Background: an optimization exercise with open tools, aiming at small area and a short achievable clock period. Do not read the settings as production practice. At most, simulation tests tie the RTL to the original design; equivalence was not proved. Power figures rest on the tool's default switching activity, not on a simulated workload.

## csv_record_parse_and_hash
module csv_record_parse_and_hash #(
  parameter int NUM_BUCKETS = crph_pkg::NUM_BUCKETS_DEF
) (
  input  logic         clk,
  input  logic         rst_n,
  input  logic         in_tvalid,
  output logic         in_tready,
  input  logic [7:0]   in_tdata,    
  input  logic         in_tlast,    
  output logic         out_tvalid,
  input  logic         out_tready,
  output logic [103:0] out_tdata,   
  output logic [1:0]   out_tuser    
);
  localparam logic [2:0] S_START      = 3'd0;
  localparam logic [2:0] S_RANK       = 3'd1;
  localparam logic [2:0] S_OPEN_CITY  = 3'd2;
  localparam logic [2:0] S_CITY       = 3'd3;
  localparam logic [2:0] S_AFTER_CITY = 3'd4;
  localparam logic [2:0] S_POP_OPEN   = 3'd5;
  localparam logic [2:0] S_POP        = 3'd6;
  localparam logic [2:0] S_SKIP       = 3'd7;
  logic        skid_v;           
  logic [7:0]  skid_b;
  logic        skid_l;
  logic        out_v;            
  ...
Size in the first run: about 1800 cells after synthesis, ~170 flip-flops, roughly 120 I/O pins, about 0.013 mm² of cells after synthesis.
clock: 5.5 ns
lec_check: 0
abc_area: 1
cap_margin: 20
core_margin: 2
core_utilization: 60
cts_buf_list: sky130_fd_sc_hd__clkbuf_4 sky130_fd_sc_hd__clkbuf_8
place_density: 0.75
setup_slack_margin: 2.2
slew_margin: 20
tns_end_percent: 10
standard.sh (not shown) runs the stock make flow with config.mk's settings and CLKGATE_MAP_FILE= SYNTH_SCRIPT=/design/flow/synth_recipe.tcl, a recipe that flattens the netlist after the stock synthesis.
==> flow/flow/run.sh <==
#!/bin/bash
# The standard layout (standard.sh), with the port buffers made of the smallest
# plain buffer instead of the resizer's default choice. Every input and output
# port still gets its own buffer.
set -euo pipefail
export BUFFER_PORTS_ARGS="-buffer_cell sky130_fd_sc_hd__buf_1"
bash standard.sh > standard_flow.log 2>&1
Change:
SETUP_SLACK_MARGIN = 2.0   (was 2.2)
After rerunning: The changed run finished clean. Wire length came out lower by 1.8%. Final cell count goes down by 0.95%. Cell area goes down by 2.1%. Register-to-register slack loses 0.15 ns. Worst hold slack barely changes. Setup slack is worse by 0.094 ns. Global-route usage barely changes.
Function was not checked in any run of this note: the RTL went through the layout flow alone.

---

csv_record_parse_and_hash, a different RTL version from the one above (not shown whole).
Size in the first run: about 1800 cells after synthesis, roughly 120 I/O pins, about 13000 µm² of cells after synthesis.
export LEC_CHECK = 0
export ABC_AREA = 1
export CAP_MARGIN = 20
export CORE_MARGIN = 2
export CORE_UTILIZATION = 60
export CTS_BUF_LIST = sky130_fd_sc_hd__clkbuf_4 sky130_fd_sc_hd__clkbuf_8
export PLACE_DENSITY = 0.75
export SETUP_SLACK_MARGIN = 2.0
export SLEW_MARGIN = 20
export TNS_END_PERCENT = 10
create_clock -name core_clock -period 5.5 [get_ports {clk}]
Scripts as last shown in full above: flow/flow/run.sh
The first run finished clean.
Next try:
- CORE_UTILIZATION: 60 -> 75
- PLACE_DENSITY: 0.75 -> 0.85
After rerunning: Synthesized area does not change; setup slack is worse by 0.0097 ns; synthesized cell count stays the same.
Next try:
- CORE_UTILIZATION: 75 -> 60
- PLACE_DENSITY: 0.85 -> 0.75
- SETUP_SLACK_MARGIN: 2.0 -> 2.4
Outcome: Worst setup slack gains 0.14 ns. Cell area rose by 3.2%. Register-to-register slack gains 0.23 ns. Critical path depth fell by 2. Non-clock buffer count rose by 27. Power rose by 0.53%.
Next try:
- ABC_AREA: 1 -> default
- SETUP_SLACK_MARGIN: 2.4 -> 2.0
After rerunning:
- The changed run went through all stages and came out clean
- cell area goes down by 6.1%
- die area goes down by 5.1%
- global-route usage goes down by 1.0 points
- setup slack gets worse by 0.20 ns
- synthesized area goes down by 5.2%
- routed wire length goes down by 10%

---

Another version of the RTL of csv_record_parse_and_hash (not shown whole).
Size in the first run: ~1700 cells after synthesis, about 170 flip-flops, ~120 I/O pins, roughly 0.013 mm² of cells after synthesis.
export LEC_CHECK = 0
export ABC_AREA = 1
export CAP_MARGIN = 20
export CORE_MARGIN = 2
export CORE_UTILIZATION = 60
export CTS_BUF_LIST = sky130_fd_sc_hd__clkbuf_4 sky130_fd_sc_hd__clkbuf_8
export PLACE_DENSITY = 0.65
export SETUP_SLACK_MARGIN = 2.6
export SLEW_MARGIN = 20
export TNS_END_PERCENT = 10
create_clock -name core_clock -period 5.5 [get_ports {clk}]
Scripts as last shown in full above: flow/flow/run.sh
Rerun with:
--- a/flow/config.mk
+++ b/flow/config.mk
@@ -12,5 +12,5 @@
 export CTS_BUF_LIST = sky130_fd_sc_hd__clkbuf_4 sky130_fd_sc_hd__clkbuf_8
-export PLACE_DENSITY = 0.65
+export PLACE_DENSITY = 0.75
 export SETUP_SLACK_MARGIN = 2.6
 export SLEW_MARGIN = 20
-export TNS_END_PERCENT = 10
+export TNS_END_PERCENT = 30
Routed wire length came out higher by 2.6%.
Non-clock buffer count came out higher by 10.
Sequential power stays flat.
Sequential share of layout area came out lower by 0.68 points.
Via count came out higher by 2.4%.
Fmax came out higher by 1.6%.
Worst hold slack is worse by 10 ps.
Cell area came out higher by 2.1%.
Sequential cell count is unchanged.
Power came out higher by 4.7%.
Rerun with:
--- a/flow/config.mk
+++ b/flow/config.mk
@@ -13,4 +13,4 @@
 export PLACE_DENSITY = 0.75
-export SETUP_SLACK_MARGIN = 2.6
+export SETUP_SLACK_MARGIN = 2.8
 export SLEW_MARGIN = 20
-export TNS_END_PERCENT = 30
+export TNS_END_PERCENT = 10
After rerunning:
- The new run completed with no timing, DRC or antenna violations
- first-iteration DRC count is higher by 15%
- hold slack gets better by 3.6 ps
- via count is higher by 0.80%
- critical path depth rose by 1
- sequential power hardly moves
Rerun with:
--- a/flow/config.mk
+++ b/flow/config.mk
@@ -13,3 +13,3 @@
 export PLACE_DENSITY = 0.75
-export SETUP_SLACK_MARGIN = 2.8
+export SETUP_SLACK_MARGIN = 2.7
 export SLEW_MARGIN = 20
Via count went down by 1.3%. Worst hold slack got worse by 5.1 ps. Global-route usage went up by 0.41 points. Combinational power went down by 12%. Final cell count went down by 1.7%. Total power went down by 3.9%. Design area went down by 3.5%. Wire length went down by 2.5%. Worst setup slack improved by 5.1 ps.

-- port drivers added, routing unchanged --
The flow's constraints put no driver on any port. The routed layouts listed below were extracted and timed again, unchanged, in two steps.
Step 1 assumes that a clkbuf_16 drives the clock port and a buf_2 every other input.
Step 2 adds t to the input delays and takes it off the output delays; t is the mean of the earliest and latest rising clock arrival at the registers after step 1. Input paths then give back, and output paths get back, about the clock's delay inside the block.
Slacks: ideal ports / drivers / drivers and shift; pairs: ideal ports / drivers.
run | t, ns | setup WS [ns] | pins driven straight from the clock port
the first run of note 1 | 0.516 | 2.053 / 2.012 / 1.752 | 1
the second run of note 1 | 0.512 | 1.960 / 1.917 / 1.748 | 1
the first run of note 2 | 0.499 | 2.053 / 2.010 / 1.693 | 1
the second run of note 2 | 0.532 | 2.043 / 2.005 / 1.731 | 1
the third run of note 2 | 0.497 | 2.182 / 2.139 / 2.008 | 1
the fourth run of note 2 | 0.508 | 1.978 / 1.965 / 1.495 | 1
the first run of note 3 | 0.516 | 2.426 / 2.426 / 2.211 | 1
the second run of note 3 | 0.498 | 2.474 / 2.474 / 2.251 | 1
the third run of note 3 | 0.534 | 2.467 / 2.467 / 2.241 | 1
the fourth run of note 3 | 0.501 | 2.472 / 2.472 / 2.195 | 1
After both steps setup and hold are still met in every run listed. For the fourth run of note 2, which loses most, drivers alone change the setup slack by -0.013 ns; drivers and shift together by -0.483 ns.
